Context: an optimization exercise on an open-source flow, tuned for small area and a short achievable clock period. The choices shown serve that exercise and are no tape-out recipe. RTL that was checked went through simulation tests only; none was proved equivalent to the original. For runs 4 to 6, only the layout was checked, not whether the RTL still works. No activity file was given, so power comes from the tool's default toggle rates.

## flow/run.sh

```bash
#!/bin/bash
# synth_recipe.tcl (not shown) runs the flow's synth.tcl, then flattens the netlist and writes it again
# the make line also repeats each setting of config.mk as NAME=value (left out here)
make -C /OpenROAD-flow-scripts/flow DESIGN_CONFIG=/design/flow/config.mk WORK_HOME=/design/flow/orfs CLKGATE_MAP_FILE= SYNTH_SCRIPT=/design/flow/synth_recipe.tcl finish
```

## flow/config.mk

```make
export PLATFORM = sky130hd
export DESIGN_NAME = data_memory_bytelane
export DESIGN_NICKNAME = data_memory_bytelane
export VERILOG_FILES = /design/flow/design.v
export SDC_FILE = /design/flow/constraint.sdc
export NUM_CORES = 4
export LEC_CHECK = 0
export CAP_MARGIN = 20
export CORE_MARGIN = 2
export CORE_UTILIZATION = 55
export SETUP_SLACK_MARGIN = 3.0
export SLEW_MARGIN = 20
export SYNTH_HIERARCHICAL = 1
```

## flow/constraint.sdc

```tcl
create_clock -name core_clock -period 5.5 [get_ports {clk}]
set_input_delay 1.1000 -clock core_clock [delete_from_list [all_inputs] [get_ports {clk}]]
set_output_delay 1.1000 -clock core_clock [all_outputs]
set_load 0.01 [all_outputs]
```

## flow/design.v

```verilog
`default_nettype none
module data_memory_bytelane #(
    parameter int XLEN        = 32,
    parameter int DEPTH_WORDS = 64,
    parameter int AW          = $clog2(DEPTH_WORDS)
) (
    input  logic            clk,
    input  logic            rst,
    input  logic            req_rd,
    input  logic            req_wr,
    input  logic [2:0]      funct3,
    input  logic [XLEN-1:0] addr,
    input  logic [XLEN-1:0] wdata,
    output logic            ready,
    output logic [XLEN-1:0] rdata,
    output logic            rvalid,
    output logic            fault
);
    localparam logic [AW-1:0] LAST_WORD = AW'(DEPTH_WORDS - 1);
    localparam int            HW        = AW / 2;           
    localparam int            NLO       = 1 << HW;
    localparam int            NHI       = 1 << (AW - HW);
    logic          r_ready;
    logic          r_clr;
    logic [AW-1:0] r_clr_cnt;
    logic          w_clr;
    logic          r_run;
    always_ff @(posedge clk or posedge rst) begin
        if (rst) begin
            r_ready   <= 1'b0;
            r_clr     <= 1'b1;
            r_clr_cnt <= '0;
        end else if (r_clr) begin
            r_clr_cnt <= r_clr_cnt + 1'b1;
            if (r_clr_cnt == LAST_WORD) begin
                r_ready <= 1'b1;
                r_clr   <= 1'b0;
            end
        end
    end
    assign ready = r_ready;
    assign w_clr = r_clr;
    assign r_run = !r_clr;
    logic r_par;
    always_ff @(posedge clk or posedge rst) begin
        if (rst) r_par <= 1'b0;
        else     r_par <= !r_par;
    end
    logic            w_accept;
    logic            w_bad;
    logic            w_fault;
    logic            w_load_ok;
    logic            w_store_ok;
    logic [1:0]      w_lane;
    logic [AW-1:0]   w_idx;
    logic [3:0]      w_be;
    logic [XLEN-1:0] w_wdata_rep;
    assign w_lane   = addr[1:0];
    assign w_idx    = addr[AW+1:2];
    assign w_accept = r_run && (req_rd || req_wr);
    always_comb begin
        w_bad = 1'b0;
        if (req_rd && req_wr) w_bad = 1'b1;
        if (req_rd && (funct3 == 3'b011 || funct3 == 3'b110 || funct3 == 3'b111)) w_bad = 1'b1;
        if (req_wr && (funct3[2] || funct3[1:0] == 2'b11)) w_bad = 1'b1;
        if (funct3[1:0] == 2'b01 && addr[0]) w_bad = 1'b1;
        if (funct3[1:0] == 2'b10 && addr[1:0] != 2'b00) w_bad = 1'b1;
        if (|addr[XLEN-1:AW+2]) w_bad = 1'b1;
    end
    assign w_fault    = w_accept && w_bad;
    assign w_load_ok  = w_accept && !w_bad && req_rd;
    assign w_store_ok = w_accept && !w_bad && req_wr;
    always_comb begin
        w_be        = 4'b0000;
        w_wdata_rep = wdata;
        case (funct3[1:0])
            2'b00: begin
                w_be[w_lane] = 1'b1;
                w_wdata_rep  = {4{wdata[7:0]}};
            end
            2'b01: begin
                w_be        = w_lane[1] ? 4'b1100 : 4'b0011;
                w_wdata_rep = {2{wdata[15:0]}};
            end
            default: begin
                w_be        = 4'b1111;
                w_wdata_rep = wdata;
            end
        endcase
        if (!w_store_ok) w_be = 4'b0000;
        if (w_clr)       w_be = 4'b1111;
    end
    logic [3:0] w_b0;
    logic       w_b1l1;
    logic       w_b1l3;
    logic       w_b23;
    logic [3:0] w_sg1;    
    logic [3:0] w_sg23;   
    always_comb begin
        w_b0   = 4'b0000;
        w_b1l1 = 1'b0;
        w_b1l3 = 1'b0;
        w_b23  = 1'b0;
        w_sg1  = 4'b0000;
        w_sg23 = 4'b0000;
        case (funct3[1:0])
            2'b00: begin
                w_b0[w_lane] = 1'b1;
                if (!funct3[2]) begin
                    w_sg1[w_lane]  = 1'b1;
                    w_sg23[w_lane] = 1'b1;
                end
            end
            2'b01: begin
                w_b0[{w_lane[1], 1'b0}] = 1'b1;
                w_b1l1 = !w_lane[1];
                w_b1l3 = w_lane[1];
                if (!funct3[2]) w_sg23[{w_lane[1], 1'b1}] = 1'b1;
            end
            default: begin
                w_b0[0] = 1'b1;
                w_b1l1  = 1'b1;
                w_b23   = 1'b1;
            end
        endcase
        if (!w_load_ok) begin
            w_b0   = 4'b0000;
            w_b1l1 = 1'b0;
            w_b1l3 = 1'b0;
            w_b23  = 1'b0;
            w_sg1  = 4'b0000;
            w_sg23 = 4'b0000;
        end
    end
    logic                   r_a_load;
    logic                   r_a_fault;
    logic [DEPTH_WORDS-1:0] r_a_row_n;    
    logic [3:0]             r_a_be_n;     
    logic [NLO-1:0]         r_b_lo;       
    logic [NHI-1:0]         r_b_hi;
    logic [XLEN-1:0]        r_a_col;
    logic [3:0]             r_a_b0;
    logic                   r_a_b1l1;
    logic                   r_a_b1l3;
    logic                   r_a_b23;
    logic [3:0]             r_a_sg1;
    logic [3:0]             r_a_sg23;
    always_ff @(posedge clk or posedge rst) begin
        if (rst) begin
            r_a_load  <= 1'b0;
            r_a_fault <= 1'b0;
        end else begin
            r_a_load  <= w_load_ok;
            r_a_fault <= w_fault;
        end
    end
    always_ff @(posedge clk) begin
        for (int i = 0; i < DEPTH_WORDS; i++) begin
            r_a_row_n[i] <= !(w_clr || w_idx == AW'(i));
        end
        for (int i = 0; i < NLO; i++) begin
            r_b_lo[i] <= w_clr || w_idx[HW-1:0] == HW'(i);
        end
        for (int i = 0; i < NHI; i++) begin
            r_b_hi[i] <= w_clr || w_idx[AW-1:HW] == (AW-HW)'(i);
        end
        r_a_be_n <= ~w_be;
        for (int b = 0; b < XLEN; b++) begin
            r_a_col[b] <= w_be[b/8] ? ((!w_clr && w_wdata_rep[b]) ^ !r_par) : 1'b1;
        end
        r_a_b0   <= w_b0;
        r_a_b1l1 <= w_b1l1;
        r_a_b1l3 <= w_b1l3;
        r_a_b23  <= w_b23;
        r_a_sg1  <= w_sg1;
        r_a_sg23 <= w_sg23;
    end
    logic [DEPTH_WORDS-1:0][XLEN-1:0] mem;
    for (genvar i = 0; i < DEPTH_WORDS; i++) begin : g_word
        logic [3:0] w_sel;
        logic       w_nsel;
        assign w_sel  = ~({4{r_a_row_n[i]}} | r_a_be_n);
        assign w_nsel = !(r_b_hi[i / NLO] && r_b_lo[i % NLO]);
        for (genvar b = 0; b < XLEN; b++) begin : g_bit
            always_ff @(posedge clk) begin
                mem[i][b] <= !((mem[i][b] | w_sel[b/8]) & (w_nsel | r_a_col[b]));
            end
        end
    end
    logic [XLEN-1:0] w_raw;
    logic [XLEN-1:0] w_word;
    for (genvar b = 0; b < XLEN; b++) begin : g_rd
        logic [DEPTH_WORDS/2-1:0] w_l1;
        for (genvar p = 0; p < DEPTH_WORDS / 2; p++) begin : g_pair
            dm_rd_pair u_pair (
                .m0 (mem[2*p][b]),   .rn0(r_a_row_n[2*p]),
                .m1 (mem[2*p+1][b]), .rn1(r_a_row_n[2*p+1]),
                .y  (w_l1[p])
            );
        end
        dm_or32_n u_or (.a(w_l1), .y(w_raw[b]));
    end
    assign w_word = w_raw ^ {XLEN{r_par}};
    logic [XLEN-1:0] w_ext;
    logic            w_fill1;
    logic            w_fill23;
    always_comb begin
        w_fill1  = 1'b0;
        w_fill23 = 1'b0;
        for (int k = 0; k < 4; k++) begin
            w_fill1  = w_fill1  | (r_a_sg1[k]  & w_word[8*k+7]);
            w_fill23 = w_fill23 | (r_a_sg23[k] & w_word[8*k+7]);
        end
        w_ext[7:0] = '0;
        for (int k = 0; k < 4; k++) begin
            w_ext[7:0] = w_ext[7:0] | ({8{r_a_b0[k]}} & w_word[8*k +: 8]);
        end
        w_ext[15:8]  = ({8{r_a_b1l1}} & w_word[15:8]) | ({8{r_a_b1l3}} & w_word[31:24])
                     | {8{w_fill1}};
        w_ext[23:16] = ({8{r_a_b23}} & w_word[23:16]) | {8{w_fill23}};
        w_ext[31:24] = ({8{r_a_b23}} & w_word[31:24]) | {8{w_fill23}};
    end
    always_ff @(posedge clk or posedge rst) begin
        if (rst) begin
            rdata  <= '0;
            rvalid <= 1'b0;
            fault  <= 1'b0;
        end else begin
            rvalid <= r_a_load;
            fault  <= r_a_fault;
            if (r_a_load || r_a_fault) begin
                rdata <= w_ext;
            end
        end
    end
endmodule
`default_nettype wire
`default_nettype none
module dm_rd_pair (
    input  logic m0,
    input  logic rn0,
    input  logic m1,
    input  logic rn1,
    output logic y
);
    assign y = !((m0 | rn0) & (m1 | rn1));
endmodule
module dm_nor2 (
    input  logic a,
    input  logic b,
    output logic y
);
    assign y = !(a | b);
endmodule
module dm_nand2 (
    input  logic a,
    input  logic b,
    output logic y
);
    assign y = !(a & b);
endmodule
module dm_or32_n (
    input  logic [31:0] a,
    output logic        y
);
    logic [15:0] l1;
    logic [7:0]  l2;
    logic [3:0]  l3;
    logic [1:0]  l4;
    for (genvar i = 0; i < 16; i++) begin : g_l1
        dm_nor2 u (.a(a[2*i]), .b(a[2*i+1]), .y(l1[i]));
    end
    for (genvar i = 0; i < 8; i++) begin : g_l2
        dm_nand2 u (.a(l1[2*i]), .b(l1[2*i+1]), .y(l2[i]));
    end
    for (genvar i = 0; i < 4; i++) begin : g_l3
        dm_nor2 u (.a(l2[2*i]), .b(l2[2*i+1]), .y(l3[i]));
    end
    for (genvar i = 0; i < 2; i++) begin : g_l4
        dm_nand2 u (.a(l3[2*i]), .b(l3[2*i+1]), .y(l4[i]));
    end
    dm_nor2 u_l5 (.a(l4[0]), .b(l4[1]), .y(y));
endmodule
`default_nettype wire
```

==> results of run 1 <==
==> logic make-up after synthesis <==
group | Yosys count
DFF | 2224
adders and majority gates | 1
AOI/OAI and AO/OA | 3210
buffers and inverters | 546
xor gates and xnor gates | 54
and+or+nand+nor | 1574
muxes | 17
==> worst max path at each step <==
stage                               from             endpoint  depth (start not counted)  slack (ns)
detailed placement             funct3[0]  r_a_b1l3$_SDFF_PN0_                          6        1.86
global route        rdata[8]$_DFFE_PP0P_             rdata[8]                          1        2.88
finish              rdata[8]$_DFFE_PP0P_             rdata[8]                          1        2.88
floorplan                       addr[21]  r_a_b1l3$_SDFF_PN0_                          5        3.02
global placement                addr[28]  r_a_b1l3$_SDFF_PN0_                          6        1.85
CTS                 rdata[8]$_DFFE_PP0P_             rdata[8]                          1        2.89
==> modules after synthesis, one instance, submodules excluded, a selection <==
module,area [sq um],copies in the design,cells
data_memory_bytelane,63670,1,5610
dm_rd_pair,6.256,1024,1
dm_nand2,3.754,320,1
dm_nor2,3.754,672,1
==> power by group through the flow <==
stage | Sequential, mW | Combinational, mW | Clock [mW]
finish | 16.1 | 0.406 | 15.3
global route | 16.1 | 0.419 | 16.1
CTS | 16.1 | 0.376 | 15.4
detailed placement | 16.6 | 0.307 | 0
global placement | 16.6 | 0.304 | 0
floorplan | 16.5 | 0.142 | 0
==> per-stage QoR <==
| step | setup slack [ns] | power (mW) | instance area, sq um | cells |
|---|---|---|---|---|
| 5_1_grt | 2.877 | 32.64 | 87970 | 9745 |
| 6_report | 2.884 | 31.88 | 87970 | 9746 |
| 3_3_place_gp | 1.853 | 16.86 | 75850 | 9053 |
| 4_1_cts | 2.891 | 31.89 | 86370 | 9665 |
| 2_1_floorplan | 3.016 | 16.67 | 73880 | 7626 |
| 3_5_place_dp | 1.864 | 16.86 | 76010 | 9059 |
==> area by class of cell <==
type                       count  area share [%]
sequential                  2224           51.32
multi-input combinational   4856           32.10
clock buffer                 321           7.396
timing repair buffer         460           5.476
tap                         1768           2.515
clock inverter                73           1.010
inverter                      41          0.1778
antenna                        3        0.008534
==> registers in the layout (all words and copies together), names as in the netlist, 4 cells and up <==
| signal | flops |
|---|---|
| r_a_be_n | 4 |
| r_a_sg1 | 4 |
| r_b_hi | 8 |
| r_a_row_n | 64 |
| rdata | 32 |
| r_b_lo | 8 |
| r_a_col | 32 |
| mem | 2048 |
| r_a_sg23 | 4 |
| r_a_b0 | 4 |
| r_clr_cnt | 6 |
==> cell usage in the layout (no fill, tap or decap), types with 60 or more instances in the layout <==
cell,n
buf_4,221
clkbuf_16,223
clkbuf_8,60
clkdlybuf4s50_1,67
dfxtp_1,2077
dfxtp_4,100
nand2_1,435
nand2_2,98
nor2_1,768
nor2_2,133
nor2_4,66
o22ai_1,3073
==> timing repair <==
item,in CTS,in global routing
hold buffers,0,0
endpoints found under the setup margin,186,89
buffers inserted,212,71
resized for setup,427,215
cloned,0,2
pin swaps,9,62
==> layer usage <==
metal  up-vias  GRT usage (%)  share of wire [%]
li1      29787              -                  -
met1     33170          54.89                 40
met2      4200          55.45                 41
met3       758          12.44                 13
met4        28          20.47                5.1
met5         -              0              0.058
==> synth_stat cells (6+ instances only) <==
| cell type | instances | area [sq um] |
|---|---|---|
| a221oi_1 | 17 | 148.9 |
| o311ai_0 | 7 | 61.31 |
| nor4_1 | 6 | 37.54 |
| a22oi_1 | 22 | 165.2 |
| buf_2 | 15 | 75.07 |
| dfrtp_1 | 44 | 1101 |
| nor2b_1 | 9 | 56.30 |
| mux2i_1 | 16 | 160.2 |
| a22o_1 | 9 | 78.83 |
| o21ai_1 | 10 | 50.05 |
| o22a_1 | 8 | 70.07 |
| o31ai_1 | 7 | 52.55 |
| nor2_1 | 967 | 3630 |
| nand2_1 | 536 | 2012 |
| inv_1 | 38 | 142.6 |
| o22ai_1 | 3080 | 19270 |
| o21ai_0 | 9 | 45.04 |
| xnor2_1 | 36 | 315.3 |
| buf_1 | 48 | 180.2 |
| xor2_1 | 18 | 157.7 |
| a21oi_1 | 29 | 145.1 |
| nand3_1 | 12 | 60.06 |
| clkbuf_1 | 439 | 1648 |
| nor3_1 | 9 | 45.04 |
| nand2b_1 | 16 | 100.1 |
| dfxtp_1 | 2179 | 43620 |
==> impl_metrics.tcl, run 1 <==
set metrics [dict create \
    wp_data_arrival_ns 1.52 \
    tritoncts "yes" \
    groute.usage.overall_pct 39.70 \
    fraction_of_the_mapped_netlist_area_in_compound_gates_pct 27.34 \
    core.rowCount 134 \
    cts_htree_levels 4 \
    report.final.hold_viol_count 0 \
    die_y_microns 370.3 \
    cp_num_buf_inv 1 \
    synth-main-ff-cell "dfxtp_1" \
    worstPathCellList "buf_6" \
    ioPinCount 106 \
    antenna_violating_nets_post_route 0 \
    core-area_sq_mm 0.1333 \
    ff_latch_count_synth 2224 \
    cpLargestDelayFamily "flip-flops" \
    synth_top_family_by_area "compound AO/OA/AOI/OAI gates" \
    drtPass1Iterations 6 \
    layout-area-overhead-vs-synth_pct 19.20 \
    r2r_slack_ns 2.89 \
    comb_power_share_pct 1.3 \
    ctsLongestPathBuffers 3 \
    critPathMaxStageDelay_ns 0.51 \
    clk_pin_slew_ns 0.07 \
    netlist_area_sq_mm 0.07380 \
    timing.final.max_slew_violations 0 \
    grt_first_pass_wirelength_mm 409.8 \
    yosys.area_share.adder_pct 0.01695 \
    grt_pass1_vias 62674 \
    cellPowerDensity_mw_per_mm2 362.3 \
    ys_async_sr_fraction_pct 2.023 \
    multi_input_comb_area_sq_mm 0.02824 \
    io_buffer_count 105 \
    tns_ns 0 \
    synth_mux_area_share_pct 0.2323 \
    timing.clock.skew_ns 0.02966 \
    die_w_microns 370.3 \
    tritoncts.num_buffers 214 \
    max_slew.worst_pin.slew_ns 1.256 \
    crit_path_max_fanout 2 \
    p_seq_share_pct 50.6 \
    detail_route.wl_per_cell_microns 29.22 \
    cellLeakagePower_nw 32.68 \
    worst_slew_margin_relative_to_its_limit_pct 16.25 \
    worstPathRequired_ns 4.40 \
    switchingPower_mw 6.654 \
    final_period_minus_worst_setup_slack_ns 2.616 \
    detailed_place_hpwl_mm 166.5 \
    syn_inst 7626 \
    synth_enable_flop_cells 0 \
    grt_max_degree 65 \
    crit_path_top_delay_cell "dfrtp_2" \
    fill_cells 10677 \
    clock_latency_of_the_later_clocked_register_in_the_worst_skew_pair_ns 0.84 \
    final_net_count 7869 \
    area.sequential_sq_mm 0.04515 \
    status "timing/DRC/antenna clean" \
    gr_overflow_total 0 \
    vias_per_cell 6.971 \
    drt_iter0_drc 8498 \
    worst_hold_path.num_cells 1 \
    synthXorXnorAreaFrac_pct 0.6408 \
    via_count 67943 \
    grt_antenna_before_repair 21 \
    mappedNetlistNets 7698 \
    vdd_ir_drop_max_v 0.0004982 \
    timing.rr.end "rdata[30]$_DFFE_PP0P_" \
    post_synth.cell_area_avg_sq_um 9.678 \
    synth_simple_gate_area_share_pct 8.295 \
    drt_wl_total_mm 284.7 \
    rsz0062_at_grt "yes" \
    cp-end-kind "output port" \
    min_from "mem[257]$_DFF_P_" \
    max_clock_freq_mhz 382.3 \
    synth.distinct_cells 50 \
    worst_r2r_path_depth 11 \
    whs_endpoint "mem[257]$_DFF_P_" \
    floorplan.die_area_sq_mm 0.1371 \
    post_route_cells_drive_above_1_share_pct 15.11 \
    power.internal_mw 25.22 \
    timing.hold.ws_ns 0.4324 \
    cts_root_buf "clkbuf_16" \
    hold_path.class "flop to flop" \
    finalSetupViolCount 0 \
    synth-warning-count 7 \
    worstSetupStartpointType "flop" \
    setup.worst_path.class "flop to output port" \
    initial_utilization_pct 55.37 \
    power.share.switching_pct 20.87 \
    clock_sinks 2224 \
    drc 0 \
    yosysSeqAreaShare_pct 60.63 \
    period_share_pct 47.56 \
    clockPowerShare_pct 48.1 \
    cap_viol_max_count 0 \
    worstReg2RegStart "r_a_row_n[49]$_DFF_P_" \
    fin_util_pct 66.00 \
    globalplace.congestion 0.9727 \
]
==> run 2: changes to the inputs <==
--- a/flow/config.mk
+++ b/flow/config.mk
@@ -7,7 +7,10 @@
 export LEC_CHECK = 0
 export CAP_MARGIN = 20
 export CORE_MARGIN = 2
-export CORE_UTILIZATION = 55
+export CORE_UTILIZATION = 40
+export CTS_BUF_LIST = sky130_fd_sc_hd__clkbuf_16
+export CTS_CLUSTER_DIAMETER = 60
+export CTS_CLUSTER_SIZE = 22
 export SETUP_SLACK_MARGIN = 3.0
 export SLEW_MARGIN = 20
 export SYNTH_HIERARCHICAL = 1
==> run 2 against run 1 <==
Combinational power shrank 3%. Total power shrank 11%. Critical path depth grew 10. Synthesized cell count is the same.
==> impl_metrics.tcl, run 2 <==
set metrics [dict create \
    power.share.switching_pct 23.02 \
    globalplace.congestion 0.9768 \
    switchingPower_mw 6.525 \
    grt_pass1_vias 62400 \
    synth.area.top_cells "dfxtp_1, o22ai_1, nor2_1, nand2_1, clkbuf_1" \
    drc 0 \
    core-area_sq_mm 0.1833 \
    period_share_pct 47.50 \
    cts_root_buf "clkbuf_16" \
    yosys-top-cells-count "o22ai_1, dfxtp_1, nor2_1" \
    final_net_count 7799 \
    timing.clock.skew_ns 0.04261 \
    critPathMaxStageDelay_ns 0.43 \
    post_synth.cell_area_avg_sq_um 9.678 \
    cp_num_buf_inv 2 \
    mostFrequentLayoutCell "o22ai_1" \
    clock_sinks 2224 \
    antenna_violating_nets_post_route 0 \
    layout-area-overhead-vs-synth_pct 16.64 \
    netlist_area_sq_mm 0.07380 \
    finalSetupViolCount 0 \
    worst_slew_margin_relative_to_its_limit_pct 15.79 \
    synth-warning-count 7 \
    io_buffer_count 105 \
    cpLargestDelayFamily "simple AND/OR/NAND/NOR gates" \
    most-common-layout-cells "o22ai_1, dfxtp_1, nor2_1" \
    crit_path_top_delay_cell "dfxtp_4" \
    max_flop_register "mem" \
    cp-end-kind "flop" \
    cts_htree_levels 4 \
    synth.distinct_cells 50 \
    synth_enable_flop_cells 0 \
    post_route_cells_drive_above_1_share_pct 12.91 \
    worstPathCellList "buf_4 > buf_8 > o22ai_1 > nor2_1 > nand2_1 > nor2_4 > nand2_1 > nor2_4 > xor2_1 > nand2_1 > a21oi_1" \
    ys_async_sr_fraction_pct 2.023 \
    max_reg_flops 2048 \
    cap_viol_max_count 0 \
    hold_path.class "flop to flop" \
    initial_utilization_pct 40.27 \
    library_cell_with_the_largest_summed_area_after_synthesis "dfxtp_1" \
    floorplan.die_area_sq_mm 0.1880 \
    worstPathRequired_ns 6.25 \
    yosysSeqAreaShare_pct 60.63 \
    gr_overflow_total 0 \
    mappedNetlistNets 7698 \
    detailed_place_hpwl_mm 168.7 \
    wp_data_arrival_ns 3.37 \
    tns_ns 0 \
    pre_cts_ws_ns 1.896 \
    groute.usage.overall_pct 28.84 \
    totalPowerFinal_mw 28.34 \
    ctsLongestPathBuffers 3 \
    clk_pin_slew_ns 0.09 \
    final_critical_path_setup_slack_ns 2.887 \
    cellLeakagePower_nw 31.40 \
    power.internal_mw 21.81 \
    status "timing/DRC/antenna clean" \
    p_seq_share_pct 56.9 \
    detail_route.wl_per_cell_microns 27.60 \
    fill_cells 17006 \
    tritoncts.num_buffers 145 \
    die_w_microns 433.5 \
    synth.most_common_cell "o22ai_1" \
    report.final.hold_viol_count 0 \
    final_period_minus_worst_setup_slack_ns 2.613 \
    setup.worst_path.class "flop to flop" \
    clock_latency_of_the_later_clocked_register_in_the_worst_skew_pair_ns 0.84 \
    max_clock_freq_mhz 382.8 \
    fin_util_pct 46.97 \
    via_count 67057 \
    grt_antenna_before_repair 5 \
    largest_registers "mem x2048, r_a_row_n x64" \
    drtPass1Iterations 10 \
    drt_wl_total_mm 284.4 \
    timing.final.max_slew_violations 0 \
    max_slew.worst_pin.slew_ns 1.263 \
    post-synth-top-area-fraction_pct 59.10 \
    rsz0062_at_grt "yes" \
    vias_per_cell 6.508 \
    ioPinCount 106 \
    cellPowerDensity_mw_per_mm2 329.2 \
    die_y_microns 433.5 \
    core.rowCount 157 \
    drt_iter0_drc 7992 \
    syn_inst 7626 \
    comb_power_share_pct 1.4 \
    clockPowerShare_pct 41.7 \
    tritoncts "yes" \
    vdd_ir_drop_max_v 0.0002836 \
    ff_latch_count_synth 2224 \
    grt_first_pass_wirelength_mm 410.5 \
    crit_path_frequent_cell "nand2_1" \
    grt_max_degree 65 \
    worstSetupStartpointType "flop" \
    crit_path_max_fanout 18 \
    synth-main-ff-cell "dfxtp_1" \
]
## run 2: cell count changes in the layout (fill, tap and decap cells not counted), moves of 27 or more
cell,before,now
clkbuf_1,40,0
clkbuf_16,223,147
clkbuf_8,60,0
clkinv_2,39,9
nand2_1,435,472
nand2_2,98,64
nor2_1,768,795
nor2_2,133,94
## run 2: Yosys stat by module, one instance, submodules excluded, excerpt
module	cells inside	copies in the design	flops+latches
data_memory_bytelane	5610	1	2224
dm_nor2	1	672	0
dm_nand2	1	320	0
dm_rd_pair	1	1024	0
## run 2: worst paths after layout
check	startpoint	endpoint	slack, ns	depth (start not counted)
min in group asynchronous	rst	r_ready$_DFFE_PP0P_	0.77	3
min	mem[1912]$_DFF_P_	mem[1912]$_DFF_P_	0.44	1
max reg2reg	r_a_row_n[13]$_DFF_P_	rdata[26]$_DFFE_PP0P_	2.89	11
min reg2reg	mem[1912]$_DFF_P_	mem[1912]$_DFF_P_	0.44	1
max in group asynchronous	rst	rdata[1]$_DFFE_PP0P_	4.10	3
max	r_a_row_n[13]$_DFF_P_	rdata[26]$_DFFE_PP0P_	2.89	11
## run 2: metrics by stage
stage	hold WS [ns]	instances	area, sq um
6_report	0.4357	10304	86090
5_1_grt	0.4424	10303	86090
4_1_cts	0.4380	10223	84890
3_5_place_dp	0.4282	9750	76860
3_3_place_gp	0.4172	9744	76690
2_1_floorplan	0.3672	7626	73880
## run 2: kinds of logic (layout without fill, tap and decap cells)
logic type                 count (synthesis)  in the layout  share of synthesized area, %
adders and majority gates                  1              1                       0.01695
AOI/OAI and AO/OA                       3210           3210                         27.34
muxes                                     17             17                        0.2322
xor gates and xnor gates                  54             54                        0.6408
buffers and inverters                    546            757                         2.840
other                                      0              3                             0
and+or+nand+nor                         1574           1574                         8.295
DFF                                     2224           2224                         60.63
## run 2: power by group through the flow
stage                     registers, mW  clock network [mW]  logic [mW]
after floorplan                    16.5                   0       0.142
after global placement             16.6                   0       0.291
after detailed placement           16.6                   0       0.295
after CTS                          16.1                11.9       0.365
after global routing               16.1                12.5       0.409
final                              16.1                11.8       0.394
## run 2: per-layer routing
metal / global-route usage (%) / up-vias / routed length, microns
met3: 5.997 / 741 / 27060
met2: 43.60 / 3676 / 124200
met5: 0 / - / 9
met1: 37.60 / 33075 / 113400
li1: - / 29563 / -
met4: 18.00 / 2 / 19720
## run 2: cell type report
| type | count | area, sq um | share of cell area, % |
|---|---|---|---|
| Sequential cell | 2224 | 45150 | 52.45 |
| Tap cell | 2464 | 3083 | 3.581 |
| Antenna cell | 3 | 7.507 | 0.008720 |
| Inverter | 41 | 153.9 | 0.1788 |
| Timing Repair Buffer | 459 | 4681 | 5.437 |
| Clock inverter | 111 | 1275 | 1.481 |
| Multi-Input combinational cell | 4856 | 28080 | 32.62 |
| Clock buffer | 146 | 3654 | 4.244 |
## run 2: what timing repair did
item,4_1_cts,5_1_grt
pin swaps,25,38
endpoints found under the setup margin,501,128
buffers inserted,216,75
hold buffers,0,0
cloned,0,1
resized for setup,447,127
## run 2: worst register-to-register path, cell delays in order (launching register included)
cell     delay (ns)
dfxtp_4        0.43
buf_4          0.14
buf_8          0.18
o22ai_1        0.12
nor2_1         0.23
nand2_1        0.20
nor2_4         0.24
nand2_1        0.15
nor2_4         0.19
xor2_1         0.17
nand2_1        0.23
a21oi_1        0.25
==> run 3: changes to the inputs <==
--- a/flow/config.mk
+++ b/flow/config.mk
@@ -8,9 +8,6 @@
 export CAP_MARGIN = 20
 export CORE_MARGIN = 2
 export CORE_UTILIZATION = 40
-export CTS_BUF_LIST = sky130_fd_sc_hd__clkbuf_16
-export CTS_CLUSTER_DIAMETER = 60
-export CTS_CLUSTER_SIZE = 22
 export SETUP_SLACK_MARGIN = 3.0
 export SLEW_MARGIN = 20
 export SYNTH_HIERARCHICAL = 1
==> run 3 against run 2 <==
Largest power group unchanged. Clock power grew 31%. Utilization rose by 1.7 points. Register-to-register slack better by 0.03 ns. Die area unchanged. Routed wire length grew 1.2%. Critical path type is now flop to output port. Area after synthesis is the same. Critical path depth decreased by 10. Sequential power about the same. Sequential share of layout area shrank 1.9 points. Design area rose by 3.7%. Non-clock buffer count grew 62. First-iteration DRC count is 1.5% higher.
==> impl_metrics.tcl, run 3 <==
set metrics [dict create \
    vias_per_cell 6.447 \
    mostFrequentLayoutCell "o22ai_1" \
    synth.most_common_cell "o22ai_1" \
    drc 0 \
    cp-end-kind "output port" \
    synth.distinct_cells 50 \
    drtPass1Iterations 6 \
    grt_max_degree 65 \
    final_period_minus_worst_setup_slack_ns 2.636 \
    fill_cells 16696 \
    clock_latency_of_the_later_clocked_register_in_the_worst_skew_pair_ns 0.88 \
    synth-main-ff-cell "dfxtp_1" \
    worst_slew_margin_relative_to_its_limit_pct 14.70 \
    ff_latch_count_synth 2224 \
    layout-area-overhead-vs-synth_pct 20.93 \
    grt_first_pass_wirelength_mm 414.2 \
    groute.usage.overall_pct 29.04 \
    timing.final.max_slew_violations 0 \
    max_flop_register "mem" \
    report.final.hold_viol_count 0 \
    max_slew.worst_pin.slew_ns 1.278 \
    syn_inst 7626 \
    wp_data_arrival_ns 1.54 \
    cts_root_buf "clkbuf_16" \
    r2r_slack_ns 2.92 \
    cellLeakagePower_nw 32.84 \
    library_cell_with_the_largest_summed_area_after_synthesis "dfxtp_1" \
    crit_path_top_delay_cell "dfrtp_2" \
    floorplan.die_area_sq_mm 0.1880 \
    io_buffer_count 105 \
    ctsLongestPathBuffers 3 \
    synth_enable_flop_cells 0 \
    cellPowerDensity_mw_per_mm2 358.9 \
    grt_antenna_before_repair 3 \
    timing.critical_path.to "rdata[6]" \
    power.share.switching_pct 21.49 \
    core.rowCount 157 \
    clockPowerShare_pct 48.3 \
    crit_start "rdata[6]$_DFFE_PP0P_" \
    period_share_pct 47.92 \
    finalSetupViolCount 0 \
    tns_ns 0 \
    via_count 67788 \
    totalPowerFinal_mw 32.03 \
    cts_htree_levels 4 \
    initial_utilization_pct 40.27 \
    globalplace.congestion 0.9768 \
    ioPinCount 106 \
    synth-warning-count 7 \
    cap_viol_max_count 0 \
    clk_pin_slew_ns 0.06 \
    max_reg_flops 2048 \
    worstPathCellList "buf_6" \
    critPathMaxStageDelay_ns 0.50 \
    yosys-top-cells-count "o22ai_1, dfxtp_1, nor2_1" \
    ys_async_sr_fraction_pct 2.023 \
    most-common-layout-cells "o22ai_1, dfxtp_1, nor2_1" \
    vdd_ir_drop_max_v 0.0003166 \
    timing.rr.end "rdata[16]$_DFFE_PP0P_" \
    drt_iter0_drc 8110 \
    worstReg2RegStart "r_a_row_n[15]$_DFF_P_" \
    tritoncts "yes" \
    area.sequential_sq_mm 0.04515 \
    gr_overflow_total 0 \
    cts_hold_repair.buffers 0 \
    final_net_count 7932 \
    netlist_area_sq_mm 0.07380 \
    hold_path.class "flop to flop" \
    detailed_place_hpwl_mm 168.7 \
    die_w_microns 433.5 \
    core-area_sq_mm 0.1833 \
    comb_power_share_pct 1.3 \
    worstPathRequired_ns 4.40 \
    status "timing/DRC/antenna clean" \
    die_y_microns 433.5 \
    crit_path_max_fanout 2 \
    power.internal_mw 25.15 \
    critical_path_depth 1 \
    pre_cts_ws_ns 1.896 \
    grt_pass1_vias 63523 \
    rsz0062_at_grt "yes" \
    detail_route.wl_per_cell_microns 27.37 \
    antenna_violating_nets_post_route 0 \
    cp_num_buf_inv 1 \
    largest_registers "mem x2048, r_a_row_n x64" \
    max_clock_freq_mhz 379.4 \
    switchingPower_mw 6.884 \
    clock_sinks 2224 \
    worst_r2r_path_depth 11 \
    setup.worst_path.class "flop to output port" \
    post_route_cells_drive_above_1_share_pct 15.60 \
    p_seq_share_pct 50.4 \
    synth.area.top_cells "dfxtp_1, o22ai_1, nor2_1, nand2_1, clkbuf_1" \
    multi_input_comb_area_sq_mm 0.02836 \
    drt_wl_total_mm 287.8 \
    worstSetupStartpointType "flop" \
    mappedNetlistNets 7698 \
    yosysSeqAreaShare_pct 60.63 \
    cpLargestDelayFamily "flip-flops" \
    post-synth-top-area-fraction_pct 59.10 \
    timing.clock.skew_ns 0.04948 \
    tritoncts.num_buffers 216 \
    final_critical_path_setup_slack_ns 2.864 \
    timing.hold.ws_ns 0.4336 \
    post_synth.cell_area_avg_sq_um 9.678 \
]
-- run 3: Yosys stat by module (local to each module, per instance), excerpt --
module / flip-flops and latches / cells
data_memory_bytelane: 2224 / 5610
dm_rd_pair: 0 / 1
dm_nand2: 0 / 1
dm_nor2: 0 / 1
-- run 3: routing by layer --
metal	global-route usage, %	wire length (microns)	share of wire [%]
met4	18.38	18940	6.6
met2	43.67	126400	44
met3	7.016	28850	10
met5	0	0	0
met1	37.34	113600	39
-- run 3: area by class of cell --
cell class,count,share of cell area [%]
inverter,41,0.1724
clock inverter,78,1.262
multi-input combinational,4856,31.78
timing repair buffer,521,5.624
antenna,4,0.01121
sequential,2224,50.59
tap,2464,3.454
clock buffer,327,7.110
-- run 3: power groups by stage --
stage | sequential (mW) | combinational [mW] | clock, mW
floorplan | 16.5 | 0.142 | 0
detailed placement | 16.6 | 0.295 | 0
CTS | 16.2 | 0.363 | 15.6
global placement | 16.6 | 0.291 | 0
finish | 16.1 | 0.409 | 15.5
global route | 16.1 | 0.424 | 16.3
-- run 3: worst min path at each step --
stage,slack (ns),to,depth (start not counted),startpoint
4_1_cts,0.44,mem[673]$_DFF_P_,1,mem[673]$_DFF_P_
6_report,0.43,mem[1182]$_DFF_P_,1,mem[1182]$_DFF_P_
3_3_place_gp,0.42,mem[1834]$_DFF_P_,1,mem[1834]$_DFF_P_
2_1_floorplan,0.37,rvalid$_DFF_PP0_,0,r_a_load$_DFF_PP0_
5_1_grt,0.44,mem[986]$_DFF_P_,1,mem[986]$_DFF_P_
3_5_place_dp,0.43,mem[1069]$_DFF_P_,1,mem[1069]$_DFF_P_
-- run 3: cell families (layout without fill, tap and decap cells) --
logic type / after synthesis / count (layout) / synth area share, %
buffers and inverters: 546 / 967 / 2.840
adders and majority gates: 1 / 1 / 0.01695
AOI/OAI and AO/OA: 3210 / 3210 / 27.34
muxes: 17 / 17 / 0.2322
DFF: 2224 / 2224 / 60.63
other: 0 / 4 / 0
xor gates and xnor gates: 54 / 54 / 0.6408
and+or+nand+nor: 1574 / 1574 / 8.295
-- run 3: through the flow --
stage               util, %  area (sq um)  instances
floorplan                 -         73880       7626
global placement      41.84         76690       9744
detailed placement    41.94         76860       9750
CTS                   47.59         87220      10369
global route          48.70         89250      10514
finish                48.70         89250      10515
-- run 3: repair_timing --
item / 4_1_cts / 5_1_grt
buffers inserted: 213 / 138
pin swaps: 3 / 76
setup endpoints to repair: 509 / 109
cloned: 1 / 2
resized for setup: 461 / 211
==> run 4: changes to the inputs <==
--- a/flow/design.v
+++ b/flow/design.v
@@ -187,7 +187,7 @@
             end
         end
     end
-    logic [XLEN-1:0] w_raw;
+    logic [XLEN-1:0] w_raw_n;
     logic [XLEN-1:0] w_word;
     for (genvar b = 0; b < XLEN; b++) begin : g_rd
         logic [DEPTH_WORDS/2-1:0] w_l1;
@@ -198,27 +198,27 @@
                 .y  (w_l1[p])
             );
         end
-        dm_or32_n u_or (.a(w_l1), .y(w_raw[b]));
-    end
-    assign w_word = w_raw ^ {XLEN{r_par}};
+        dm_or32 u_or (.a(w_l1), .y(w_raw_n[b]));
+    end
+    assign w_word = w_raw_n ^ {XLEN{!r_par}};
     logic [XLEN-1:0] w_ext;
+    logic [3:0]      w_sign;
     logic            w_fill1;
-    logic            w_fill23;
-    always_comb begin
-        w_fill1  = 1'b0;
-        w_fill23 = 1'b0;
-        for (int k = 0; k < 4; k++) begin
-            w_fill1  = w_fill1  | (r_a_sg1[k]  & w_word[8*k+7]);
-            w_fill23 = w_fill23 | (r_a_sg23[k] & w_word[8*k+7]);
-        end
+    logic            w_fill2;
+    logic            w_fill3;
+    assign w_sign = {w_word[31], w_word[23], w_word[15], w_word[7]};
+    dm_fill u_fill1 (.sg(r_a_sg1),  .s(w_sign), .y(w_fill1));
+    dm_fill u_fill2 (.sg(r_a_sg23), .s(w_sign), .y(w_fill2));
+    dm_fill u_fill3 (.sg(r_a_sg23), .s(w_sign), .y(w_fill3));
+    always_comb begin
         w_ext[7:0] = '0;
         for (int k = 0; k < 4; k++) begin
             w_ext[7:0] = w_ext[7:0] | ({8{r_a_b0[k]}} & w_word[8*k +: 8]);
         end
         w_ext[15:8]  = ({8{r_a_b1l1}} & w_word[15:8]) | ({8{r_a_b1l3}} & w_word[31:24])
                      | {8{w_fill1}};
-        w_ext[23:16] = ({8{r_a_b23}} & w_word[23:16]) | {8{w_fill23}};
-        w_ext[31:24] = ({8{r_a_b23}} & w_word[31:24]) | {8{w_fill23}};
+        w_ext[23:16] = ({8{r_a_b23}} & w_word[23:16]) | {8{w_fill2}};
+        w_ext[31:24] = ({8{r_a_b23}} & w_word[31:24]) | {8{w_fill3}};
     end
     always_ff @(posedge clk or posedge rst) begin
         if (rst) begin
@@ -245,6 +245,13 @@
 );
     assign y = !((m0 | rn0) & (m1 | rn1));
 endmodule
+module dm_fill (
+    input  logic [3:0] sg,
+    input  logic [3:0] s,
+    output logic       y
+);
+    assign y = |(sg & s);
+endmodule
 module dm_nor2 (
     input  logic a,
     input  logic b,
@@ -259,26 +266,31 @@
 );
     assign y = !(a & b);
 endmodule
-module dm_or32_n (
+module dm_nand4 (
+    input  logic a,
+    input  logic b,
+    input  logic c,
+    input  logic d,
+    output logic y
+);
+    assign y = !(a & b & c & d);
+endmodule
+module dm_or32 (
     input  logic [31:0] a,
     output logic        y
 );
     logic [15:0] l1;
-    logic [7:0]  l2;
-    logic [3:0]  l3;
-    logic [1:0]  l4;
+    logic [3:0]  l2;
+    logic [1:0]  l3;
     for (genvar i = 0; i < 16; i++) begin : g_l1
         dm_nor2 u (.a(a[2*i]), .b(a[2*i+1]), .y(l1[i]));
     end
-    for (genvar i = 0; i < 8; i++) begin : g_l2
-        dm_nand2 u (.a(l1[2*i]), .b(l1[2*i+1]), .y(l2[i]));
-    end
-    for (genvar i = 0; i < 4; i++) begin : g_l3
+    for (genvar i = 0; i < 4; i++) begin : g_l2
+        dm_nand4 u (.a(l1[4*i]), .b(l1[4*i+1]), .c(l1[4*i+2]), .d(l1[4*i+3]), .y(l2[i]));
+    end
+    for (genvar i = 0; i < 2; i++) begin : g_l3
         dm_nor2 u (.a(l2[2*i]), .b(l2[2*i+1]), .y(l3[i]));
     end
-    for (genvar i = 0; i < 2; i++) begin : g_l4
-        dm_nand2 u (.a(l3[2*i]), .b(l3[2*i+1]), .y(l4[i]));
-    end
-    dm_nor2 u_l5 (.a(l4[0]), .b(l4[1]), .y(y));
+    dm_nand2 u_l4 (.a(l3[0]), .b(l3[1]), .y(y));
 endmodule
 `default_nettype wire
--- a/flow/config.mk
+++ b/flow/config.mk
@@ -11,3 +11,4 @@
 export SETUP_SLACK_MARGIN = 3.0
 export SLEW_MARGIN = 20
 export SYNTH_HIERARCHICAL = 1
+export TNS_END_PERCENT = 5
==> run 4 against run 3 <==
Still clean. First-iteration DRC count grew 4.5%. Via count shrank 2.1%. Worst setup slack worse by 0.15 ns. Die area is 1.0% lower. Design area down 2.6%. Hold slack lost 0.067 ns. Area after synthesis fell by 1.1%. Flip-flop and latch count did not move. Maximum frequency decreased by 5.4%.
==> impl_metrics.tcl, run 4 <==
set metrics [dict create \
    wp_data_arrival_ns 3.52 \
    ctsLongestPathBuffers 3 \
    cts_root_buf "clkbuf_16" \
    globalplace.congestion 0.9546 \
    drc 0 \
    cellLeakagePower_nw 30.57 \
    cellPowerDensity_mw_per_mm2 370.1 \
    cpLargestDelayFamily "simple AND/OR/NAND/NOR gates" \
    die_w_microns 431.3 \
    initial_utilization_pct 40.31 \
    max_reg_flops 2048 \
    grt_max_degree 65 \
    setup.worst_path.class "flop to flop" \
    final-instance-count-excl-fill 9977 \
    core-area_sq_mm 0.1811 \
    synth.distinct_cells 47 \
    mostFrequentLayoutCell "o22ai_1" \
    worstPathRequired_ns 6.23 \
    crit_path_top_delay_cell "nand4_1" \
    drt_iter0_drc 8478 \
    cts_htree_levels 4 \
    final_net_count 7496 \
    cp_num_buf_inv 1 \
    largest_registers "mem x2048, r_a_row_n x64" \
    timing.clock.skew_ns 0.03364 \
    vias_per_cell 6.653 \
    core.rowCount 156 \
    cp-end-kind "flop" \
    tritoncts.num_buffers 212 \
    worstSetupStartpointType "flop" \
    netlist_area_sq_mm 0.07302 \
    groute.usage.overall_pct 28.24 \
    drtPass1Iterations 8 \
    critPathMaxStageDelay_ns 0.51 \
    finalSetupViolCount 0 \
    post_synth.cell_area_avg_sq_um 9.969 \
    synth_enable_flop_cells 0 \
    worstPathCellList "clkbuf_16 > o22ai_1 > nor2_1 > nand4_1 > nor2_2 > nand2_1 > a221o_1 > o21ai_0 > a21oi_1" \
    antenna_violating_nets_post_route 0 \
    ys_async_sr_fraction_pct 2.023 \
    yosys-top-cells-count "o22ai_1, dfxtp_1, nor2_1" \
    gr_overflow_total 0 \
    crit_path_max_fanout 8 \
    via_count 66373 \
    status "timing/DRC/antenna clean" \
    area.sequential_sq_mm 0.04511 \
    floorplan.die_area_sq_mm 0.1860 \
    placed_cells 9449 \
    tns_ns 0 \
    grt_antenna_before_repair 9 \
    worst_slew_margin_relative_to_its_limit_pct 17.41 \
    fill_cells 16524 \
    hold_path.class "flop to flop" \
    ioPinCount 106 \
    max_clock_freq_mhz 358.9 \
    vdd_ir_drop_max_v 0.0003255 \
    max_slew.worst_pin.slew_ns 1.239 \
    synth-warning-count 7 \
    period_share_pct 50.66 \
    tritoncts "yes" \
    timing.final.max_slew_violations 0 \
    synth.most_common_cell "o22ai_1" \
    library_cell_with_the_largest_summed_area_after_synthesis "dfxtp_1" \
    die_y_microns 431.3 \
    clock_sinks 2224 \
    synth.area.top_cells "dfxtp_1, o22ai_1, nor2_1, clkbuf_1, dfrtp_1" \
    multi_input_comb_area_sq_mm 0.02730 \
    mappedNetlistNets 7397 \
    cts_hold_repair.buffers 0 \
    detailed_place_hpwl_mm 176.5 \
    report.final.hold_viol_count 0 \
    most-common-layout-cells "o22ai_1, dfxtp_1, nor2_1" \
    layout-area-overhead-vs-synth_pct 19.02 \
    post_route_cells_drive_above_1_share_pct 12.87 \
    cap_viol_max_count 0 \
    rsz0062_at_grt "yes" \
    grt_pass1_vias 61679 \
    final_period_minus_worst_setup_slack_ns 2.786 \
    clk_pin_slew_ns 0.06 \
    clock_latency_of_the_later_clocked_register_in_the_worst_skew_pair_ns 0.86 \
    yosysSeqAreaShare_pct 61.28 \
    ff_latch_count_synth 2224 \
    grt_first_pass_wirelength_mm 402.3 \
    drt_wl_total_mm 280.0 \
    io_buffer_count 105 \
    detail_route.wl_per_cell_microns 28.06 \
    post-synth-top-area-fraction_pct 59.74 \
    max_flop_register "mem" \
    synth-main-ff-cell "dfxtp_1" \
    syn_inst 7325 \
]
run 4: cell types whose count changed after synthesis, sizes merged, moves of 13 or more:
cell    previous run  this run
nand2            536       179
nand4              3       132
nor2             967       893
a21oi             29        81
inv               39        13
mux2i             16        40
xor2              18         2
clkbuf           441       455
o22ai           3080      3093
run 4: kinds of logic (layout without fill, tap and decap cells):
logic type	count (synthesis)	after routing	synth area share, %
xor gates and xnor gates	31	31	0.3718
DFF	2224	2224	61.28
AOI/OAI and AO/OA	3254	3254	27.84
other	0	3	0
and+or+nand+nor	1253	1254	7.200
muxes	41	41	0.5637
adders and majority gates	1	1	0.01713
buffers and inverters	521	799	2.728
run 4: report_power, final:
part,internal (mW),switching [mW]
sequential,16.1,0.0535
clock,9.22,6.44
combinational,0.134,0.226
run 4: worst paths after layout:
| path | cells after the start | endpoint | start | slack [ns] |
|---|---|---|---|---|
| max reg2reg | 9 | rdata[8]$_DFFE_PP0P_ | r_a_row_n[18]$_DFF_P_ | 2.71 |
| min reg2reg | 0 | rvalid$_DFF_PP0_ | r_a_load$_DFF_PP0_ | 0.37 |
| max | 9 | rdata[8]$_DFFE_PP0P_ | r_a_row_n[18]$_DFF_P_ | 2.71 |
| max in group asynchronous | 2 | r_par$_DFF_PP0_ | rst | 4.08 |
| min | 0 | rvalid$_DFF_PP0_ | r_a_load$_DFF_PP0_ | 0.37 |
| min in group asynchronous | 2 | r_a_load$_DFF_PP0_ | rst | 0.77 |
run 4: layer usage:
layer / part of all wire (%) / wire length, microns / global-route usage (%) / up-vias
met3: 9.7 / 27230 / 5.358 / 747
met5: 0 / 0 / 0 / -
li1: - / - / - / 29095
met2: 43 / 121000 / 41.75 / 3768
met1: 41 / 113500 / 38.37 / 32763
met4: 6.5 / 18170 / 16.66 / 0
run 4: final cells by class:
class	instances	area share (%)
clock inverters	92	1.470
multi-input cells	4581	31.41
flip-flops and latches	2224	51.90
well taps	2370	3.412
inverters	14	0.06478
repair buffers	391	4.542
clock buffers	302	7.191
diodes	3	0.008638
run 4: what timing repair did:
item	4_1_cts	5_1_grt
pin swaps	39	110
setup buffers	29	87
cloned	4	11
setup endpoints to repair	99	107
gates resized for setup	285	204
run 4: per-stage QoR:
stage	hold slack, ns	utilization, %	power (mW)	worst slack [ns]	instance area (sq um)
floorplan	0.3461	-	16.67	3.052	73020
global placement	0.3541	42.19	16.85	1.615	76420
detailed placement	0.3579	42.26	16.85	1.733	76560
CTS	0.3698	46.97	32.24	2.731	85070
global route	0.3876	47.98	32.94	2.722	86910
finish	0.3665	47.98	32.17	2.714	86910
run 4: modules after synthesis (local to each module, per instance), a selection:
module	flip-flops and latches	cell area (sq um)
dm_nor2	0	3.754
dm_nand2	0	3.754
dm_nand4	0	6.256
dm_rd_pair	0	6.256
dm_fill	0	18.77
data_memory_bytelane	2224	63480
==> run 5: changes to the inputs <==
--- a/flow/config.mk
+++ b/flow/config.mk
@@ -8,6 +8,9 @@
 export CAP_MARGIN = 20
 export CORE_MARGIN = 2
 export CORE_UTILIZATION = 40
+export CTS_BUF_LIST = sky130_fd_sc_hd__clkbuf_16
+export CTS_CLUSTER_DIAMETER = 60
+export CTS_CLUSTER_SIZE = 30
 export SETUP_SLACK_MARGIN = 3.0
 export SLEW_MARGIN = 20
 export SYNTH_HIERARCHICAL = 1
==> run 5 against run 4 <==
Still clean. Register-to-register slack worse by 0.06 ns. Design area down 3.3%. Clock-buffer cell count down 165. Non-clock buffer count down 9. Sequential power about the same. Clock power down 26%.
==> impl_metrics.tcl, run 5 <==
set metrics [dict create \
    status "timing/DRC/antenna clean" \
    vias_per_cell 6.702 \
    post-synth-top-area-fraction_pct 59.74 \
    max_clock_freq_mhz 351.6 \
    max_flop_register "mem" \
    layout-area-overhead-vs-synth_pct 15.10 \
    io_buffer_count 105 \
    cellLeakagePower_nw 29.14 \
    fin_area_sq_mm 0.08405 \
    core-area_sq_mm 0.1811 \
    drtPass1Iterations 8 \
    detail_route.wl_per_cell_microns 28.32 \
    die_y_microns 431.3 \
    drt_iter0_drc 8412 \
    antenna_violating_nets_post_route 0 \
    worst_slew_margin_relative_to_its_limit_pct 17.43 \
    syn_inst 7325 \
    die_w_microns 431.3 \
    final_period_minus_worst_setup_slack_ns 2.844 \
    clock_sinks 2224 \
    clock_latency_of_the_later_clocked_register_in_the_worst_skew_pair_ns 0.83 \
    grt_max_degree 65 \
    cts_root_buf "clkbuf_16" \
    grt_pass1_vias 61111 \
    ys_async_sr_fraction_pct 2.023 \
    post_synth.cell_area_avg_sq_um 9.969 \
    initial_utilization_pct 40.31 \
    ctsLongestPathBuffers 3 \
    synth-warning-count 7 \
    yosys-top-cells-count "o22ai_1, dfxtp_1, nor2_1" \
    clk_pin_slew_ns 0.11 \
    critPathMaxStageDelay_ns 0.48 \
    mappedNetlistNets 7397 \
    finalSetupViolCount 0 \
    placed_cells 9449 \
    rsz0062_at_grt "yes" \
    detailed_place_hpwl_mm 176.5 \
    synth-main-ff-cell "dfxtp_1" \
    report.final.hold_viol_count 0 \
    max_slew.worst_pin.slew_ns 1.239 \
    core.rowCount 156 \
    timing.final.max_slew_violations 0 \
    cp_num_buf_inv 1 \
    cap_viol_max_count 0 \
    synth.area.top_cells "dfxtp_1, o22ai_1, nor2_1, clkbuf_1, dfrtp_1" \
    wp_data_arrival_ns 3.48 \
    worstSetupStartpointType "flop" \
    final-instance-count-excl-fill 9816 \
    max_reg_flops 2048 \
    hold_path.class "flop to flop" \
    post_route_cells_drive_above_1_share_pct 11.42 \
    groute.usage.overall_pct 28.24 \
    tns_ns 0 \
    tritoncts.num_buffers 134 \
    synth.most_common_cell "o22ai_1" \
    drc 0 \
    postPlaceCellArea_sq_mm 0.07656 \
    ff_latch_count_synth 2224 \
    setup.worst_path.class "flop to flop" \
    library_cell_with_the_largest_summed_area_after_synthesis "dfxtp_1" \
    final_net_count 7409 \
    cts_htree_levels 4 \
    crit_path_max_fanout 9 \
    drt_wl_total_mm 277.9 \
    most-common-layout-cells "o22ai_1, dfxtp_1, nor2_1" \
    vdd_ir_drop_max_v 0.0002953 \
    netlist_area_sq_mm 0.07302 \
    cellPowerDensity_mw_per_mm2 334.0 \
    yosysSeqAreaShare_pct 61.28 \
    grt_first_pass_wirelength_mm 401.5 \
    period_share_pct 51.72 \
    synth.distinct_cells 47 \
    largest_registers "mem x2048, r_a_row_n x64" \
    worstPathCellList "buf_12 > o22ai_1 > nor2_2 > nand4_1 > nor2_2 > nand2_2 > xnor2_4 > a22oi_2 > nand2_2 > a221oi_2 > a21oi_1" \
    cpLargestDelayFamily "simple AND/OR/NAND/NOR gates" \
    ioPinCount 106 \
    grt_antenna_before_repair 8 \
    timing.clock.skew_ns 0.04793 \
    synth_enable_flop_cells 0 \
    globalplace.congestion 0.9546 \
    mostFrequentLayoutCell "o22ai_1" \
    cp-end-kind "flop" \
    via_count 65786 \
    tritoncts "yes" \
    gr_overflow_total 0 \
    crit_path_top_delay_cell "nand4_1" \
    floorplan.die_area_sq_mm 0.1860 \
    worstPathRequired_ns 6.13 \
]
[run 5: cell count changes in the layout (fill, tap and decap cells not counted), sizes merged]
cell	change
inv	+44
clkbuf	-171
bufbuf	+4
buf	-8
clkinvlp	+2
dlygate4sd2	+1
bufinv	-18
clkinv	-15
[run 5: final timing paths]
kind	from	endpoint	slack (ns)	depth (start not counted)
min in group asynchronous	rst	r_ready$_DFFE_PP0P_	0.83	2
max in group asynchronous	rst	r_par$_DFF_PP0_	4.02	2
hold / removal	r_a_load$_DFF_PP0_	rvalid$_DFF_PP0_	0.37	0
setup reg to reg	r_a_row_n[28]$_DFF_P_	rdata[15]$_DFFE_PP0P_	2.66	11
setup / recovery	r_a_row_n[28]$_DFF_P_	rdata[15]$_DFFE_PP0P_	2.66	11
hold reg to reg	r_a_load$_DFF_PP0_	rvalid$_DFF_PP0_	0.37	0
[run 5: metal layers]
layer	GRT usage (%)	up-vias	share of wire (%)
met5	0	-	0.0047
met4	15.57	2	6.1
met3	5.479	711	9.7
met2	41.94	3666	43
met1	38.56	32564	41
li1	-	28843	-
[run 5: layout make-up]
class                      instances  area (sq um)
fill                           16816         97080
sequential                      2224         45110
multi-input combinational       4581         27220
timing repair buffer             382          3924
clock buffer                     137          3428
tap                             2370          2965
clock inverter                   105          1335
inverter                          14         53.80
antenna                            3         7.507
[run 5: repair_timing]
item                                    4_1_cts  5_1_grt
gates resized for setup                     366      116
buffers inserted                             61       47
pin swaps                                    66       94
endpoints found under the setup margin      104      110
hold buffers                                  0        0
cloned                                        8        6
[run 5: logic make-up after synthesis]
| kind of cell | count (synthesis) | synth area share (%) |
|---|---|---|
| buf+inv | 521 | 2.728 |
| simple gates | 1253 | 7.200 |
| fa+ha+maj | 1 | 0.01713 |
| xor+xnor | 31 | 0.3718 |
| flops | 2224 | 61.28 |
| mux | 41 | 0.5637 |
| compound gates | 3254 | 27.84 |
[run 5: power by group]
group	total, mW	internal [mW]	switching, mW
Clock	11.6	5.38	6.21
Combinational	0.362	0.134	0.227
Sequential	16.1	16.1	0.0521
[run 5: worst reg2reg max path, delay by kind of cell (launching register included)]
kind,cells,cell delay [ns]
XOR/XNOR,1,0.22
AND/OR/NAND/NOR,5,1.25
flip-flops,1,0.40
buffers and inverters,1,0.14
AO/OA/AOI/OAI,4,0.65
[run 5: modules after synthesis (local to each module, per instance), a selection]
| module | times used | flops+latches |
|---|---|---|
| data_memory_bytelane | 1 | 2224 |
| dm_nor2 | 576 | 0 |
| dm_nand4 | 128 | 0 |
| dm_nand2 | 32 | 0 |
| dm_rd_pair | 1024 | 0 |
| dm_fill | 3 | 0 |
[run 5: through the flow]
stage | setup WS [ns] | hold WS (ns) | power (mW) | util, %
floorplan | 3.052 | 0.3461 | 16.67 | -
global placement | 1.615 | 0.3541 | 16.85 | 42.19
detailed placement | 1.733 | 0.3579 | 16.85 | 42.26
CTS | 2.819 | 0.3755 | 28.13 | 45.79
global route | 2.661 | 0.3946 | 28.76 | 46.40
finish | 2.656 | 0.3722 | 28.08 | 46.40
==> run 6: changes to the inputs <==
--- a/flow/design.v
+++ b/flow/design.v
@@ -134,7 +134,8 @@
     end
     logic                   r_a_load;
     logic                   r_a_fault;
-    logic [DEPTH_WORDS-1:0] r_a_row_n;    
+    logic [NLO-1:0]         r_a_lo_n;     
+    logic [NHI-1:0]         r_a_hi_n;
     logic [3:0]             r_a_be_n;     
     logic [NLO-1:0]         r_b_lo;       
     logic [NHI-1:0]         r_b_hi;
@@ -155,8 +156,11 @@
         end
     end
     always_ff @(posedge clk) begin
-        for (int i = 0; i < DEPTH_WORDS; i++) begin
-            r_a_row_n[i] <= !(w_clr || w_idx == AW'(i));
+        for (int i = 0; i < NLO; i++) begin
+            r_a_lo_n[i] <= !(w_clr || w_idx[HW-1:0] == HW'(i));
+        end
+        for (int i = 0; i < NHI; i++) begin
+            r_a_hi_n[i] <= !(w_clr || w_idx[AW-1:HW] == (AW-HW)'(i));
         end
         for (int i = 0; i < NLO; i++) begin
             r_b_lo[i] <= w_clr || w_idx[HW-1:0] == HW'(i);
@@ -176,11 +180,13 @@
         r_a_sg23 <= w_sg23;
     end
     logic [DEPTH_WORDS-1:0][XLEN-1:0] mem;
+    logic [DEPTH_WORDS-1:0] w_row_n;      
     for (genvar i = 0; i < DEPTH_WORDS; i++) begin : g_word
         logic [3:0] w_sel;
         logic       w_nsel;
-        assign w_sel  = ~({4{r_a_row_n[i]}} | r_a_be_n);
-        assign w_nsel = !(r_b_hi[i / NLO] && r_b_lo[i % NLO]);
+        assign w_sel      = ~({4{r_a_hi_n[i / NLO] | r_a_lo_n[i % NLO]}} | r_a_be_n);
+        assign w_nsel     = !(r_b_hi[i / NLO] && r_b_lo[i % NLO]);
+        assign w_row_n[i] = w_nsel;
         for (genvar b = 0; b < XLEN; b++) begin : g_bit
             always_ff @(posedge clk) begin
                 mem[i][b] <= !((mem[i][b] | w_sel[b/8]) & (w_nsel | r_a_col[b]));
@@ -193,8 +199,8 @@
         logic [DEPTH_WORDS/2-1:0] w_l1;
         for (genvar p = 0; p < DEPTH_WORDS / 2; p++) begin : g_pair
             dm_rd_pair u_pair (
-                .m0 (mem[2*p][b]),   .rn0(r_a_row_n[2*p]),
-                .m1 (mem[2*p+1][b]), .rn1(r_a_row_n[2*p+1]),
+                .m0 (mem[2*p][b]),   .rn0(w_row_n[2*p]),
+                .m1 (mem[2*p+1][b]), .rn1(w_row_n[2*p+1]),
                 .y  (w_l1[p])
             );
         end
--- a/flow/config.mk
+++ b/flow/config.mk
@@ -10,8 +10,7 @@
 export CORE_UTILIZATION = 40
 export CTS_BUF_LIST = sky130_fd_sc_hd__clkbuf_16
 export CTS_CLUSTER_DIAMETER = 60
-export CTS_CLUSTER_SIZE = 30
+export CTS_CLUSTER_SIZE = 22
 export SETUP_SLACK_MARGIN = 3.0
 export SLEW_MARGIN = 20
 export SYNTH_HIERARCHICAL = 1
-export TNS_END_PERCENT = 5
==> run 6 against run 5 <==
Still clean on timing, DRC and antenna. Critical path depth increased by 2. Non-clock buffer count rose by 208. Flip-flop and latch count is 48 lower. Register-to-register slack worse by 0.08 ns. Clock power is 9% lower. Largest cell class unchanged.
==> impl_metrics.tcl, run 6 <==
set metrics [dict create \
    wp_data_arrival_ns 3.61 \
    floorplan.die_area_sq_mm 0.1840 \
    grt_first_pass_wirelength_mm 421.3 \
    totalPowerFinal_mw 27.04 \
    detailed_place_hpwl_mm 166.6 \
    p_seq_share_pct 58.5 \
    drtPass1Iterations 7 \
    finalSetupViolCount 0 \
    cts_root_buf "clkbuf_16" \
    setup.worst_path.class "flop to flop" \
    switchingPower_mw 6.193 \
    initial_utilization_pct 40.34 \
    max_flop_register "mem" \
    max_slew.worst_pin.slew_ns 1.270 \
    max_clock_freq_mhz 342.3 \
    antenna_violating_nets_post_route 0 \
    grt_antenna_before_repair 11 \
    synth.area.top_cells "dfxtp_1, o22ai_1, nor2_1, clkbuf_1, dfrtp_1" \
    timing.clock.skew_ns 0.04813 \
    period_share_pct 53.12 \
    crit_path_max_fanout 7 \
    final_net_count 7654 \
    min_from "r_a_load$_DFF_PP0_" \
    tns_ns 0 \
    multi_input_comb_area_sq_mm 0.02916 \
    core.rowCount 155 \
    gr_overflow_total 0 \
    yosysSeqAreaShare_pct 60.64 \
    core-area_sq_mm 0.1790 \
    library_cell_with_the_largest_summed_area_after_synthesis "dfxtp_1" \
    worstSetupStartpointType "flop" \
    worstPathRequired_ns 6.19 \
    synth.most_common_cell "o22ai_1" \
    timing.final.max_slew_violations 0 \
    synth-main-ff-cell "dfxtp_1" \
    cellPowerDensity_mw_per_mm2 309.9 \
    cts_hold_repair.buffers 0 \
    post_synth.cell_area_avg_sq_um 9.857 \
    cap_viol_max_count 0 \
    rsz0062_at_grt "yes" \
    status "timing/DRC/antenna clean" \
    power.share.switching_pct 22.90 \
    grt_pass1_vias 62768 \
    drc 0 \
    most-common-layout-cells "o22ai_1, dfxtp_1, nor2_1" \
    ff_latch_count_synth 2176 \
    comb_power_share_pct 2.4 \
    hold_path.class "flop to flop" \
    post-synth-top-area-fraction_pct 59.08 \
    tritoncts.num_buffers 132 \
    drt_wl_total_mm 293.4 \
    mostFrequentLayoutCell "o22ai_1" \
    drt_iter0_drc 9206 \
    worst_r2r_path_depth 13 \
    globalplace.congestion 0.8999 \
    ys_async_sr_fraction_pct 2.068 \
    netlist_area_sq_mm 0.07221 \
    timing.rr.end "rdata[12]$_DFFE_PP0P_" \
    synth.distinct_cells 46 \
    power.internal_mw 20.85 \
    clock_sinks 2176 \
    via_count 68043 \
    final_critical_path_setup_slack_ns 2.578 \
    cts_htree_levels 4 \
    worstReg2RegStart "r_b_lo[3]$_DFF_P_" \
    worst_slew_margin_relative_to_its_limit_pct 15.32 \
    final_period_minus_worst_setup_slack_ns 2.922 \
    clock_latency_of_the_later_clocked_register_in_the_worst_skew_pair_ns 0.84 \
    io_buffer_count 105 \
    area.sequential_sq_mm 0.04390 \
    synth_enable_flop_cells 0 \
    cp-end-kind "flop" \
    max_reg_flops 2048 \
    mappedNetlistNets 7398 \
    fill_cells 16125 \
    syn_inst 7326 \
    grt_max_degree 65 \
    worst_hold_path.num_cells 0 \
    synth-warning-count 7 \
    pre_cts_ws_ns 1.518 \
    groute.usage.overall_pct 30.10 \
    vdd_ir_drop_max_v 0.0002424 \
    r2r_slack_ns 2.58 \
    post_route_cells_drive_above_1_share_pct 14.90 \
    detail_route.wl_per_cell_microns 29.27 \
    die_y_microns 428.9 \
    clockPowerShare_pct 39.1 \
    clk_pin_slew_ns 0.10 \
    report.final.hold_viol_count 0 \
    layout-area-overhead-vs-synth_pct 20.82 \
    whs_endpoint "rvalid$_DFF_PP0_" \
    yosys-top-cells-count "o22ai_1, dfxtp_1, nor2_1" \
    ctsLongestPathBuffers 3 \
    vias_per_cell 6.789 \
    die_w_microns 428.9 \
    tritoncts "yes" \
    cellLeakagePower_nw 31.25 \
    ioPinCount 106 \
    largest_registers "mem x2048, r_a_col x32, rdata x32" \
]
run 6: cell types whose count changed in the layout (fill, tap and decap cells not counted), moves of 37 or more:
cell,change
a21oi_1,-39
buf_12,+83
buf_4,+91
dfxtp_4,-76
nand2_1,-52
nand2_4,+69
nand2_8,+69
or2_2,+37
run 6: modules after synthesis, one instance, submodules excluded, a selection:
| module | times used | cells | flip-flops and latches | cell area, sq um |
|---|---|---|---|---|
| dm_fill | 3 | 3 | 0 | 18.77 |
| dm_rd_pair | 1024 | 1 | 0 | 6.256 |
| dm_nand2 | 32 | 1 | 0 | 3.754 |
| data_memory_bytelane | 1 | 5557 | 2176 | 62670 |
| dm_nand4 | 128 | 1 | 0 | 6.256 |
| dm_nor2 | 576 | 1 | 0 | 3.754 |
run 6: through the flow:
step,instances,utilization [%],hold WS (ns),cell area [sq um]
finish,10023,48.74,0.3719,87250
CTS,9941,48.08,0.3742,86060
global route,10021,48.74,0.3981,87240
detailed placement,9397,42.19,0.3552,75510
global placement,9397,42.18,0.3631,75510
floorplan,7326,-,0.3461,72460
run 6: cells by family (layout without fill, tap and decap cells):
group | count (synthesis) | count (layout) | share of synthesized area [%]
compound gates | 3222 | 3222 | 27.89
other cells | 0 | 6 | 0
mux | 17 | 17 | 0.2374
simple gates | 1293 | 1356 | 7.610
flops | 2176 | 2176 | 60.64
buf+inv | 561 | 834 | 2.933
xor+xnor | 56 | 56 | 0.6792
fa+ha+maj | 1 | 1 | 0.01732
run 6: what timing repair did:
| action | CTS | global route |
|---|---|---|
| buffers inserted | 247 | 66 |
| resized for setup | 738 | 82 |
| endpoints found under the hold margin | 0 | 0 |
| setup endpoints to repair | 114 | 87 |
| pin swaps | 226 | 103 |
| cloned | 83 | 9 |
run 6: routing by layer:
metal | GRT usage (%) | vias up | wire length [microns]
li1 | - | 29290 | -
met1 | 38.53 | 33500 | 114300
met2 | 45.38 | 4180 | 127000
met3 | 9.079 | 1069 | 32500
met4 | 16.29 | 4 | 19490
met5 | 0.2602 | - | 87
run 6: worst max-delay path, cell delays in order, from the launching register on:
cell and delay (ns):
dfxtp_4 0.46, nand2_4 0.14, buf_12 0.13, buf_12 0.13, o22ai_4 0.06, nor2_1 0.15, nand4_1 0.32, nor2_4 0.32
nand2_4 0.12, xnor2_4 0.18, a22oi_2 0.23, nand2_2 0.11, nor2b_4 0.27, a21oi_2 0.11
run 6: power by group through the flow:
| stage | registers (mW) | clock network (mW) | logic, mW |
|---|---|---|---|
| 2_1_floorplan | 16.2 | 0 | 0.181 |
| 3_3_place_gp | 16.2 | 0 | 0.339 |
| 3_5_place_dp | 16.2 | 0 | 0.342 |
| 4_1_cts | 15.8 | 10.6 | 0.586 |
| 5_1_grt | 15.8 | 11.2 | 0.664 |
| 6_report | 15.8 | 10.6 | 0.652 |
run 6: cell type report:
type | count | area share, %
multi-input cells | 4652 | 33.42
inverters | 30 | 0.1305
clock inverters | 76 | 0.7758
flip-flops and latches | 2176 | 50.32
clock buffers | 138 | 3.958
repair buffers | 590 | 8.006
diodes | 6 | 0.01721
well taps | 2355 | 3.377
run 6: worst max path at each step:
stage | startpoint | end | slack [ns] | cells after the start
6_report | r_b_lo[3]$_DFF_P_ | rdata[12]$_DFFE_PP0P_ | 2.58 | 13
5_1_grt | r_b_lo[0]$_DFF_P_ | rdata[12]$_DFFE_PP0P_ | 2.60 | 13
4_1_cts | r_b_hi[7]$_DFF_P_ | rdata[26]$_DFFE_PP0P_ | 2.84 | 13
3_5_place_dp | r_b_lo[0]$_DFF_P_ | rdata[14]$_DFFE_PP0P_ | 1.52 | 12
3_3_place_gp | r_b_lo[0]$_DFF_P_ | rdata[14]$_DFFE_PP0P_ | 1.55 | 12
2_1_floorplan | r_b_lo[4]$_DFF_P_ | rdata[16]$_DFFE_PP0P_ | 3.00 | 14

-- static timing again, ports no longer ideal --
No port has a modelled driver above. Below, the same layouts with a new extraction and two added sets of constraints.
Step 1 sets driving cells, clkbuf_16 on the clock port and buf_2 on the other inputs (assumed; they add their load-dependent delay and slew).
Step 2 also shifts input and output timing later by t, the mid clock arrival at the registers, as if the neighbouring blocks saw the same clock.
Slacks: ideal ports / drivers / drivers and shift; pairs: ideal ports / drivers.
run | t, ns | setup WS [ns]
run 1 | 0.909 | 2.884 / 2.801 / 2.140
run 2 | 0.903 | 2.887 / 2.816 / 2.201
run 3 | 0.931 | 2.864 / 2.781 / 2.190
run 4 | 0.936 | 2.714 / 2.714 / 1.982
run 5 | 0.889 | 2.656 / 2.656 / 2.030
run 6 | 0.901 | 2.578 / 2.578 / 2.269
After both steps setup and hold are still met in every run listed.
